This is an optimization exercise on Yosys and OpenROAD, whose aim is a short achievable clock period and few clock cycles per item, not a production implementation. Function was checked by simulation only, so behaviour that the tests miss may differ from the original.

==> inputs of run a <==
==> flow/design.v (excerpt) <==
module modexp_top #(
    parameter int NUM_WORDS = 4
) (
    input  logic        clk,
    input  logic        reset,
    input  logic        in_valid,
    output logic        in_ready,
    input  logic [15:0] m_word,
    input  logic [15:0] e_word,
    input  logic [15:0] n_word,
    input  logic [15:0] r_word,    
    input  logic [15:0] t_word,    
    input  logic [15:0] nprime0,   
    output logic        out_valid,
    input  logic        out_ready,
    output logic [15:0] out_word,
    output logic        out_last
);
==> module word_mul_add, before the edit <==
module word_mul_add #(
    parameter int WORD_W = 16
) (
    input  logic              clk,
    input  logic [WORD_W-1:0] x,
    input  logic [WORD_W-1:0] y,
    input  logic [WORD_W-1:0] z,
    input  logic [WORD_W-1:0] carry_in,
    output logic [WORD_W-1:0] sum,
    output logic [WORD_W-1:0] carry_out
);
    logic [2*WORD_W:0] wide;   
    assign wide = {{(WORD_W+1){1'b0}}, x} * {{(WORD_W+1){1'b0}}, y}
                + {{(WORD_W+1){1'b0}}, z} + {{(WORD_W+1){1'b0}}, carry_in};
    always_ff @(posedge clk) begin
        sum       <= wide[WORD_W-1:0];
        carry_out <= wide[2*WORD_W-1:WORD_W];
    end
endmodule
==> module mont_mult, before the edit <==
module mont_mult #(
    parameter int NUM_WORDS = 4,
    parameter int WORD_W    = 16
) (
    input  logic                             clk,
    input  logic                             reset,
    input  logic [NUM_WORDS-1:0][WORD_W-1:0] n,
    input  logic [WORD_W-1:0]                nprime0,
    input  logic                             start,    
    output logic                             ready,
    output logic                             done,     
    input  logic [NUM_WORDS-1:0][WORD_W-1:0] a,
    input  logic [NUM_WORDS-1:0][WORD_W-1:0] b,
    output logic [NUM_WORDS-1:0][WORD_W-1:0] result    
);
    localparam int IW = $clog2(NUM_WORDS);
    localparam logic [3:0] MONT_IDLE         = 4'd0;
    localparam logic [3:0] MONT_ACCUM        = 4'd1;
    localparam logic [3:0] MONT_TOP_CARRY    = 4'd2;
    localparam logic [3:0] MONT_QUOTIENT     = 4'd3;
    localparam logic [3:0] MONT_REDUCE       = 4'd4;
    localparam logic [3:0] MONT_REDUCE_TOP   = 4'd5;
    localparam logic [3:0] MONT_REDUCE_CARRY = 4'd6;
    localparam logic [3:0] MONT_SUBTRACT     = 4'd7;
    localparam logic [3:0] MONT_DONE         = 4'd8;
    logic [3:0]    phase;
    logic [IW-1:0] i;          
    logic [IW-1:0] j;          
    logic          cap;        
    logic          last_j;
    logic          borrow;
    logic          keep;       
    logic [WORD_W:0] diff;
    logic [NUM_WORDS+1:0][WORD_W-1:0] v;
    logic [WORD_W-1:0] carry;
    logic [WORD_W-1:0] q;      
    logic [WORD_W-1:0] mx, my, mz, mc;
    logic [WORD_W-1:0] sum, carry_out;
    assign last_j = (j == IW'(NUM_WORDS - 1));
    assign ready  = (phase == MONT_IDLE);
    assign done   = (phase == MONT_DONE);
    assign diff   = {1'b0, v[j]} - {1'b0, n[j]} - {{WORD_W{1'b0}}, borrow};
    assign keep   = (v[NUM_WORDS] != '0) || !diff[WORD_W];
    word_mul_add #(.WORD_W(WORD_W)) mac_i (
        .clk       (clk),
        .x         (mx),
        .y         (my),
        .z         (mz),
        .carry_in  (mc),
        .sum       (sum),
        .carry_out (carry_out)
    );
    always_comb begin
        mx = '0;
        my = '0;
        mz = '0;
        mc = carry;
        case (phase)
            MONT_ACCUM: begin
                mx = a[i];
                my = b[j];
                mz = v[j];
                mc = (j == '0) ? '0 : carry;   
            end
            MONT_TOP_CARRY,
            MONT_REDUCE_TOP:   mz = v[NUM_WORDS];
            MONT_QUOTIENT: begin
                mx = v[0];
                my = nprime0;
                mc = '0;
            end
            MONT_REDUCE: begin
                mx = q;
                my = n[j];
                mz = v[j];
                mc = (j == '0) ? '0 : carry;
            end
            MONT_REDUCE_CARRY: mz = v[NUM_WORDS+1];
            default:           mc = '0;
        endcase
    end
    always_ff @(posedge clk or posedge reset) begin
        if (reset) begin
            phase <= MONT_IDLE;
            i     <= '0;
            j     <= '0;
            cap   <= 1'b0;
        end else begin
            case (phase)
                MONT_IDLE: if (start) phase <= MONT_ACCUM;
                MONT_SUBTRACT: begin
                    j <= last_j ? '0 : j + 1'b1;
                    if (last_j) phase <= MONT_DONE;
                end
                MONT_DONE: phase <= MONT_IDLE;
                default: begin
                    cap <= ~cap;
                    if (cap) begin
                        case (phase)
                            MONT_ACCUM, MONT_REDUCE: begin
                                j <= last_j ? '0 : j + 1'b1;
                                if (last_j && phase == MONT_ACCUM) phase <= MONT_TOP_CARRY;
                                if (last_j && phase == MONT_REDUCE) phase <= MONT_REDUCE_TOP;
                            end
                            MONT_TOP_CARRY:  phase <= MONT_QUOTIENT;
                            MONT_QUOTIENT:   phase <= MONT_REDUCE;
                            MONT_REDUCE_TOP: phase <= MONT_REDUCE_CARRY;
                            default: begin   
                                i     <= (i == IW'(NUM_WORDS - 1)) ? '0 : i + 1'b1;
                                phase <= (i == IW'(NUM_WORDS - 1)) ? MONT_SUBTRACT : MONT_ACCUM;
                            end
                        endcase
                    end
                end
            endcase
        end
    end
    always_ff @(posedge clk) begin
        if (phase == MONT_IDLE && start) begin
            v      <= '0;
            borrow <= 1'b0;
        end
        if (cap) begin
            case (phase)
                MONT_ACCUM:      v[j] <= sum;
                MONT_TOP_CARRY: begin
                    v[NUM_WORDS]   <= sum;
                    v[NUM_WORDS+1] <= carry_out;
                end
                MONT_QUOTIENT:   q <= sum;
                MONT_REDUCE:     if (j != '0) v[j-1'b1] <= sum;   
                MONT_REDUCE_TOP: v[NUM_WORDS-1] <= sum;
                default:         v[NUM_WORDS] <= sum;             
            endcase
            carry <= carry_out;
        end
        if (phase == MONT_SUBTRACT) begin
            borrow <= diff[WORD_W];
            if (!last_j || keep) result[j] <= diff[WORD_W-1:0];
            else result <= v[NUM_WORDS-1:0];
        end
    end
endmodule
clock: 10.0 ns
lec_check: 0
cap_margin: 60
core_margin: 2
core_utilization: 40
setup_slack_margin: 5
slew_margin: 60
run.sh (not shown) runs the stock make flow with config.mk's settings and CLKGATE_MAP_FILE= SYNTH_SCRIPT=/design/flow/synth_recipe.tcl, a recipe that flattens the netlist after the stock synthesis.
==> run b: changes against run a <==
==> flow/flow/run.sh (new file) <==
#!/bin/bash
# The standard layout (standard.sh, unchanged synthesis and steps) with a
# larger setup margin for ORFS's repair_timing; SDC and clock period unchanged.
set -euo pipefail
bash standard.sh SETUP_SLACK_MARGIN=6.5 finish > flow_standard.log 2>&1
==> flow/standard.sh (new file) <==
#!/bin/bash
# synth_recipe.tcl (not shown) runs the flow's synth.tcl, then flattens the netlist and writes it again
# the make line also repeats each setting of config.mk as NAME=value (left out here)
make -C /OpenROAD-flow-scripts/flow DESIGN_CONFIG=/design/flow/config.mk WORK_HOME=/design/flow/orfs CLKGATE_MAP_FILE= SYNTH_SCRIPT=/design/flow/synth_recipe.tcl "${@:-finish}"
removed: flow/run.sh
==> run c: changes against run a <==
--- a/flow/design.v
+++ b/flow/design.v
@@ -16,6 +16,4 @@
                 + {{(WORD_W+1){1'b0}}, z} + {{(WORD_W+1){1'b0}}, carry_in};
-    always_ff @(posedge clk) begin
-        sum       <= wide[WORD_W-1:0];
-        carry_out <= wide[2*WORD_W-1:WORD_W];
-    end
+    assign sum       = wide[WORD_W-1:0];
+    assign carry_out = wide[2*WORD_W-1:WORD_W];
 endmodule
@@ -110,3 +108,3 @@
             j     <= '0;
-            cap   <= 1'b0;
+            cap   <= 1'b1;
         end else begin
@@ -120,3 +118,3 @@
                 default: begin
-                    cap <= ~cap;
+                    cap <= 1'b1;   
                     if (cap) begin
@@ -146,3 +144,3 @@
         end
-        if (cap) begin
+        if (cap && phase != MONT_IDLE && phase != MONT_SUBTRACT && phase != MONT_DONE) begin
             case (phase)
==> notes <==
The lowest sequential share of layout area belongs to run c, the highest to run a.
Against run a, the synthesized cell count of run c is smaller by about 2.4%.
Against run b, the global-route usage of run a is lower by 0.77 points.
Between run b and run c, the lower sequential cell count is in run c (gap 33).
Testbench counts of run a, summed over its fixed seeds: cycles 639,465, jobs 64.
Testbench counts of run b, summed over its fixed seeds: cycles 639,465, jobs 64.
Testbench counts of run c, summed over its fixed seeds: cycles 338,793, jobs 64.

==> re-timing with driven ports <==
How much do the figures lean on ideal ports? The routed layouts below were timed once more, with nothing changed but the port constraints.
Step 1: set_driving_cell puts a clkbuf_16 on clk and a buf_2 on each other input, an assumption about the parent block.
Step 2 also shifts input and output timing later by t, the mid clock arrival at the registers, as if the neighbouring blocks saw the same clock.
a / b / c = ideal ports / drivers / drivers and shift; a / b = the first two.
run | shift t [ns] | slack for setup (ns) | worst hold slack (ns) | worst slew at a driven data input, ns | cell pins on the clock port's net
run a | 0.756 | 2.221 / 2.221 / 1.617 | 0.395 / 0.395 / 0.395 | 0.13 | 1
run b | 0.758 | 2.340 / 2.346 / 1.588 | 0.411 / 0.411 / 0.411 | 0.15 | 1
run c | 0.740 | 2.459 / 2.459 / 1.845 | 0.404 / 0.404 / 0.404 | 0.23 | 1
After both steps setup and hold are still met in every run listed. The setup slack of run b, which loses most, moves by +0.006 ns with the drivers and by -0.752 ns with both steps.
